From an optimization exercise on the open Yosys and OpenROAD flow, aimed at small area, a short achievable clock period and few clock cycles; shortcuts taken in it are not production practice.
Where RTL was checked, it was by simulation tests only, not by an equivalence proof against the original.

== run E ==
==> flow/design.v <==
package psdf_pkg;
    localparam int unsigned CAP_W             = 19;
    localparam int unsigned OUT_DEPTH_DEFAULT = 1;
    localparam logic [CAP_W-1:0] MAX_CAP_RESET = 19'd65535;
endpackage
module pcap_stream_deframer_core
#(
    parameter int unsigned OUT_DEPTH = psdf_pkg::OUT_DEPTH_DEFAULT
)
(
    input  logic             clk,
    input  logic             rst_n,
    input  logic             s_tvalid,
    output logic             s_tready,
    input  logic [7:0]       s_tdata,    
    input  logic             s_tuser,    
    input  logic             s_tlast,    
    output logic             m_tvalid,
    input  logic             m_tready,
    output logic [159:0]     m_tdata,
    output logic [2:0]       m_tuser,    
    output logic             m_tlast,    
    input  logic             cfg_valid,
    output logic             cfg_ready,
    input  logic [psdf_pkg::CAP_W-1:0] cfg_data    
);
    localparam logic [1:0] PH_FILE = 2'd0;
    localparam logic [1:0] PH_REC  = 2'd1;
    localparam logic [1:0] PH_DATA = 2'd2;
    localparam logic [1:0] PH_STOP = 2'd3;
    logic        in_v, sk_v, rdy;
    logic [7:0]  in_b, sk_b;
    logic        in_bv, sk_bv;
    logic        in_eos, sk_eos;
    logic        o_v;
    logic        o_pay;      
    logic        o_stat;     
    logic [3:0]  o_st;
    logic        o_lip;
    logic        o_loi;
    logic [1:0]  ph;
    logic [4:0]  idx;
    logic [1:0]  err;        
    logic        chk;        
    logic        nano;
    logic        gt;
    logic        hinz;
    logic        over_lim;   
    logic        rem_zero;   
    logic        rem_one;    
    logic [18:0] rem;
    logic [18:0] cl;
    logic [18:0] lim;
    logic [31:0] snap;
    logic [31:0] cnt;
    logic [95:0] sr;
    logic [7:0]  pb;
    logic acc, go, pop, bstep;
    logic cl_clr;
    logic [7:0] hd;
    function automatic logic [3:0] hdr_pos(input int k);
        hdr_pos = (k < 8) ? 4'(k) : 4'(k + 4);
    endfunction
    assign s_tready  = rdy;
    assign cfg_ready = 1'b1;
    assign m_tvalid  = o_v;
    assign acc   = s_tvalid && rdy;
    assign go    = in_v && (!o_v || m_tready);
    assign bstep = go && in_bv;
    assign pop   = go && !(in_bv && in_eos);
    assign cl_clr = ph != PH_REC || (!in_bv && in_eos)
                    || (in_bv && idx[3:0] == 4'd15 && (gt || over_lim));
    assign hd     = cl_clr ? 8'd0 : in_b;
    logic        fh_ok;
    logic [1:0]  fh_code;
    logic [1:0]  err_n;
    logic [1:0]  fh_fin;
    logic        rec_last;
    logic [3:0]  rec_st;
    logic        cap_byte;
    logic        res;
    logic        res_pay;
    logic        res_stat;
    logic [3:0]  res_st;
    logic        res_lip;
    logic        res_loi;
    logic [1:0]  ph_n;
    logic [4:0]  idx_n;
    logic        cnt_inc;
    logic        snap_en;
    logic        nano_n;
    always_comb
    begin
        case (idx)
            5'd0:    fh_ok = (in_b == 8'hd4) || (in_b == 8'h4d);
            5'd1:    fh_ok = in_b == (nano ? 8'h3c : 8'hc3);
            5'd2:    fh_ok = in_b == 8'hb2;
            5'd3:    fh_ok = in_b == 8'ha1;
            5'd4:    fh_ok = in_b == 8'h02;
            5'd5:    fh_ok = in_b == 8'h00;
            5'd6:    fh_ok = in_b == 8'h04;
            5'd7:    fh_ok = in_b == 8'h00;
            5'd20:   fh_ok = in_b == 8'h01;
            5'd21:   fh_ok = in_b == 8'h00;
            5'd22:   fh_ok = in_b == 8'h00;
            5'd23:   fh_ok = in_b[1:0] == 2'b00;
            default: fh_ok = 1'b1;
        endcase
        fh_code = idx[4] ? 2'd3 : ((idx[3] || (idx[2] && idx[1:0] != 2'd0)) ? 2'd2 : 2'd1);
        err_n   = (idx != 5'd0 && err == 2'd0 && chk) ? fh_code : err;
        fh_fin  = (err != 2'd0) ? err : ((chk || in_b[1:0] != 2'b00) ? 2'd3 : 2'd0);
        rec_st   = gt ? 4'd4 : (over_lim ? 4'd5 : 4'd0);
        rec_last = idx[3:0] == 4'd15;
        cap_byte = idx[3:2] == 2'b10;
        res      = 1'b0;
        res_pay  = 1'b0;
        res_stat = 1'b1;
        res_st   = 4'd0;
        res_lip  = 1'b0;
        res_loi  = 1'b1;
        ph_n     = ph;
        idx_n    = idx;
        cnt_inc  = 1'b0;
        snap_en  = 1'b0;
        nano_n   = nano;
        if (in_bv)
        begin
            case (ph)
                PH_FILE:
                begin
                    snap_en = idx[4:2] == 3'b100;
                    if (idx == 5'd0)
                        nano_n = in_b == 8'h4d;
                    if (idx == 5'd23)
                    begin
                        idx_n  = 5'd0;
                        nano_n = nano && err != 2'd1;
                        if (fh_fin != 2'd0)
                        begin
                            res    = 1'b1;
                            res_st = {2'b00, fh_fin};
                            ph_n   = PH_STOP;
                        end
                        else
                            ph_n = PH_REC;
                    end
                    else
                        idx_n = idx + 5'd1;
                end
                PH_REC:
                begin
                    snap_en = cap_byte;
                    if (rec_last)
                    begin
                        idx_n = 5'd0;
                        res   = 1'b1;
                        if (rec_st != 4'd0)
                        begin
                            res_st = rec_st;
                            ph_n   = PH_STOP;
                        end
                        else
                        begin
                            res_stat = 1'b0;
                            res_loi  = !in_eos;
                            if (rem_zero)
                            begin
                                res_lip = 1'b1;
                                cnt_inc = 1'b1;
                            end
                            else
                                ph_n = PH_DATA;
                        end
                    end
                    else
                        idx_n = idx + 5'd1;
                end
                PH_DATA:
                begin
                    res      = 1'b1;
                    res_pay  = 1'b1;
                    res_stat = 1'b0;
                    res_loi  = !in_eos;
                    if (rem_one)
                    begin
                        res_lip = 1'b1;
                        cnt_inc = 1'b1;
                        ph_n    = PH_REC;
                    end
                end
                default:
                begin
                end
            endcase
        end
        else if (in_eos && ph != PH_STOP)
        begin
            res  = 1'b1;
            ph_n = PH_STOP;
            case (ph)
                PH_FILE:
                begin
                    res_st = 4'd6;
                    nano_n = 1'b0;
                end
                PH_REC:  res_st = (idx != 5'd0) ? 4'd7 : 4'd9;
                default: res_st = 4'd8;
            endcase
        end
    end
    always_ff @(posedge clk or negedge rst_n)
    begin
        if (!rst_n)
        begin
            in_v <= 1'b0;
            sk_v <= 1'b0;
            rdy  <= 1'b1;
            o_v  <= 1'b0;
            ph   <= PH_FILE;
            idx  <= 5'd0;
            err  <= 2'd0;
            nano <= 1'b0;
            cnt  <= 32'd0;
            lim  <= psdf_pkg::MAX_CAP_RESET;
        end
        else
        begin
            if (pop)
            begin
                in_v <= sk_v || acc;
                sk_v <= 1'b0;
                rdy  <= 1'b1;
            end
            else if (acc)
            begin
                if (in_v)
                begin
                    sk_v <= 1'b1;
                    rdy  <= 1'b0;
                end
                else
                    in_v <= 1'b1;
            end
            if (go)
                o_v <= res;
            else if (m_tready)
                o_v <= 1'b0;
            if (go)
            begin
                ph   <= ph_n;
                idx  <= idx_n;
                nano <= nano_n;
                if (ph == PH_FILE && in_bv)
                    err <= err_n;
                if (cnt_inc)
                    cnt <= cnt + 32'd1;
            end
            if (cfg_valid)
                lim <= cfg_data;
        end
    end
    always_ff @(posedge clk)
    begin
        if (pop)
        begin
            if (sk_v)
            begin
                in_b   <= sk_b;
                in_bv  <= sk_bv;
                in_eos <= sk_eos;
            end
            else
            begin
                in_b   <= s_tdata;
                in_bv  <= s_tuser;
                in_eos <= s_tlast;
            end
        end
        else
        begin
            if (go)
                in_bv <= 1'b0;
            if (acc && !in_v)
            begin
                in_b   <= s_tdata;
                in_bv  <= s_tuser;
                in_eos <= s_tlast;
            end
        end
        if (acc && in_v && !pop)
        begin
            sk_b   <= s_tdata;
            sk_bv  <= s_tuser;
            sk_eos <= s_tlast;
        end
        if (go)
        begin
            o_pay  <= res_pay;
            o_stat <= res_stat;
            o_st   <= res_st;
            o_lip  <= res_lip;
            o_loi  <= res_loi;
        end
        if (go)
        begin
            for (int k = 0; k < 12; k++)
                if (cl_clr || (ph == PH_REC && in_bv && idx[3:0] == hdr_pos(k)))
                    sr[8*k +: 8] <= hd;
            pb <= (ph == PH_DATA && in_bv) ? in_b : 8'd0;
            if (cl_clr || (ph == PH_REC && in_bv && idx[3:0] == 4'd8))
                cl[7:0]   <= hd;
            if (cl_clr || (ph == PH_REC && in_bv && idx[3:0] == 4'd9))
                cl[15:8]  <= hd;
            if (cl_clr || (ph == PH_REC && in_bv && idx[3:0] == 4'd10))
                cl[18:16] <= hd[2:0];
        end
        if (bstep && snap_en)
            snap <= {(ph == PH_FILE) ? in_b : snap[7:0], snap[31:8]};
        if (bstep && ph == PH_REC && cap_byte)
        begin
            gt <= (in_b > snap[7:0]) || (in_b == snap[7:0] && gt && idx[1:0] != 2'd0);
            case (idx[1:0])
                2'd0: rem[7:0]   <= in_b;
                2'd1: rem[15:8]  <= in_b;
                2'd2:
                begin
                    rem[18:16] <= in_b[2:0];
                    hinz       <= in_b[7:3] != 5'd0;
                end
                default: hinz <= hinz || (in_b != 8'd0);
            endcase
        end
        if (bstep && ph == PH_DATA)
            rem <= rem - 19'd1;
        if (bstep && ph == PH_FILE)
            chk <= !fh_ok;
        rem_one <= (bstep && ph == PH_DATA) ? (rem == 19'd2) : (rem == 19'd1);
        over_lim <= hinz || (rem > lim);
        rem_zero <= rem == 19'd0;
    end
    assign m_tdata = {cnt, o_st, cl, sr[95:64], nano, sr[63:32], sr[31:0], pb};
    assign m_tuser = {o_loi, o_stat, o_pay};
    assign m_tlast = o_lip;
endmodule
==> flow/config.mk <==
export PLATFORM = sky130hd
export DESIGN_NAME = pcap_stream_deframer_core
export DESIGN_NICKNAME = pcap_stream_deframer_core
export VERILOG_FILES = /design/flow/design.v
export SDC_FILE = /design/flow/constraint.sdc
export NUM_CORES = 4
export LEC_CHECK = 0
export CAP_MARGIN = 20
export CORE_MARGIN = 2
export CORE_UTILIZATION = 40
export SETUP_SLACK_MARGIN = 3.0
export SLEW_MARGIN = 20
export TNS_END_PERCENT = 10
==> flow/constraint.sdc <==
create_clock -name core_clock -period 5.5 [get_ports {clk}]
set_input_delay 1.1000 -clock core_clock [delete_from_list [all_inputs] [get_ports {clk}]]
set_output_delay 1.1000 -clock core_clock [all_outputs]
set_load 0.01 [all_outputs]
standard.sh (not shown) runs the stock make flow with config.mk's settings and CLKGATE_MAP_FILE= SYNTH_SCRIPT=/design/flow/synth_recipe.tcl, a recipe that flattens the netlist after the stock synthesis.
==> flow/flow/run.sh <==
#!/bin/bash
# The standard layout (standard.sh: the standard flow's synthesis and ORFS flow, with
# config.mk's settings), with one change: the port buffers that ORFS puts
# on every input and output are buf_2 cells instead of the cell buffer_ports
# picks by itself.
set -euo pipefail
export BUFFER_PORTS_ARGS="-buffer_cell sky130_fd_sc_hd__buf_2"
bash standard.sh > standard_flow.log 2>&1
Testbench counts of run E, summed over its fixed seeds: cycles 241,439.
Setup changes, run E to run C
--- a/flow/design.v
+++ b/flow/design.v
@@ -39,16 +39,14 @@
     logic        o_lip;
     logic        o_loi;
     logic [1:0]  ph;
     logic [4:0]  idx;
-    logic [1:0]  err;        
-    logic        chk;        
+    logic [1:0]  err;
     logic        nano;
     logic        gt;
     logic        hinz;
     logic        over_lim;   
     logic        rem_zero;   
-    logic        rem_one;    
     logic [18:0] rem;
     logic [18:0] cl;
     logic [18:0] lim;
     logic [31:0] snap;
@@ -73,11 +71,11 @@
     assign hd     = cl_clr ? 8'd0 : in_b;
     logic        fh_ok;
     logic [1:0]  fh_code;
     logic [1:0]  err_n;
-    logic [1:0]  fh_fin;
     logic        rec_last;
     logic [3:0]  rec_st;
+    logic        rem_one;
     logic        cap_byte;
     logic        res;
     logic        res_pay;
     logic        res_stat;
@@ -105,13 +103,13 @@
             5'd22:   fh_ok = in_b == 8'h00;
             5'd23:   fh_ok = in_b[1:0] == 2'b00;
             default: fh_ok = 1'b1;
         endcase
-        fh_code = idx[4] ? 2'd3 : ((idx[3] || (idx[2] && idx[1:0] != 2'd0)) ? 2'd2 : 2'd1);
-        err_n   = (idx != 5'd0 && err == 2'd0 && chk) ? fh_code : err;
-        fh_fin  = (err != 2'd0) ? err : ((chk || in_b[1:0] != 2'b00) ? 2'd3 : 2'd0);
+        fh_code = idx[4] ? 2'd3 : (idx[2] ? 2'd2 : 2'd1);
+        err_n   = (err == 2'd0 && !fh_ok) ? fh_code : err;
         rec_st   = gt ? 4'd4 : (over_lim ? 4'd5 : 4'd0);
         rec_last = idx[3:0] == 4'd15;
+        rem_one  = rem == 19'd1;
         cap_byte = idx[3:2] == 2'b10;
         res      = 1'b0;
         res_pay  = 1'b0;
         res_stat = 1'b1;
@@ -130,16 +128,17 @@
                 begin
                     snap_en = idx[4:2] == 3'b100;
                     if (idx == 5'd0)
                         nano_n = in_b == 8'h4d;
+                    else if (idx[4:2] == 3'b000 && !fh_ok)
+                        nano_n = 1'b0;
                     if (idx == 5'd23)
                     begin
-                        idx_n  = 5'd0;
-                        nano_n = nano && err != 2'd1;
-                        if (fh_fin != 2'd0)
+                        idx_n = 5'd0;
+                        if (err_n != 2'd0)
                         begin
                             res    = 1'b1;
-                            res_st = {2'b00, fh_fin};
+                            res_st = {2'b00, err_n};
                             ph_n   = PH_STOP;
                         end
                         else
                             ph_n = PH_REC;
@@ -331,11 +330,8 @@
             endcase
         end
         if (bstep && ph == PH_DATA)
             rem <= rem - 19'd1;
-        if (bstep && ph == PH_FILE)
-            chk <= !fh_ok;
-        rem_one <= (bstep && ph == PH_DATA) ? (rem == 19'd2) : (rem == 19'd1);
         over_lim <= hinz || (rem > lim);
         rem_zero <= rem == 19'd0;
     end
     assign m_tdata = {cnt, o_st, cl, sr[95:64], nano, sr[63:32], sr[31:0], pb};
==> notes.md <==
- Run C: global-route wire length before repair higher than run E
- Taking run E as the reference point, the count of buffers not belonging to the clock network in the layout of run C rises by 6.
- Clock-buffer cell count in run C is 3 lower than in run E
- Critical path's largest stage delay, run E and run C: smaller value in run C
- Status: wire length after detailed routing parity (run C, run E)
- Depth of the critical timing path with buffers and inverters included for run C is higher than for run E.
- The register-to-register slack reported for run C is smaller than that of run E by 140 ps.
No functional check of the RTL was part of run C.

==> separate check: timing with driven ports <==
Ports are ideal in the flow. The routed layouts listed here were re-timed in OpenROAD.
Step 1 sets driving cells, clkbuf_16 on the clock port and buf_2 on the other inputs (assumed; they add their load-dependent delay and slew).
Step 2 moves the port delays by t, midway between the first and last clock arrival at a register: inputs arrive t later, outputs are due t later. That takes back most of the time a late clock gives input paths.
Slacks: ideal / step 1 / step 2; pairs: ideal / step 1.
| run | t (ns) | setup WS [ns] | worst data-port slew with drivers (ns) |
|---|---|---|---|
| run E | 0.588 | 3.051 / 3.060 / 2.482 | 0.04 |
| run C | 0.585 | 2.917 / 2.917 / 2.404 | 0.04 |
After both steps setup and hold are still met in every run listed. For run E, which loses most, drivers alone change the setup slack by +0.009 ns; drivers and shift together by -0.569 ns.
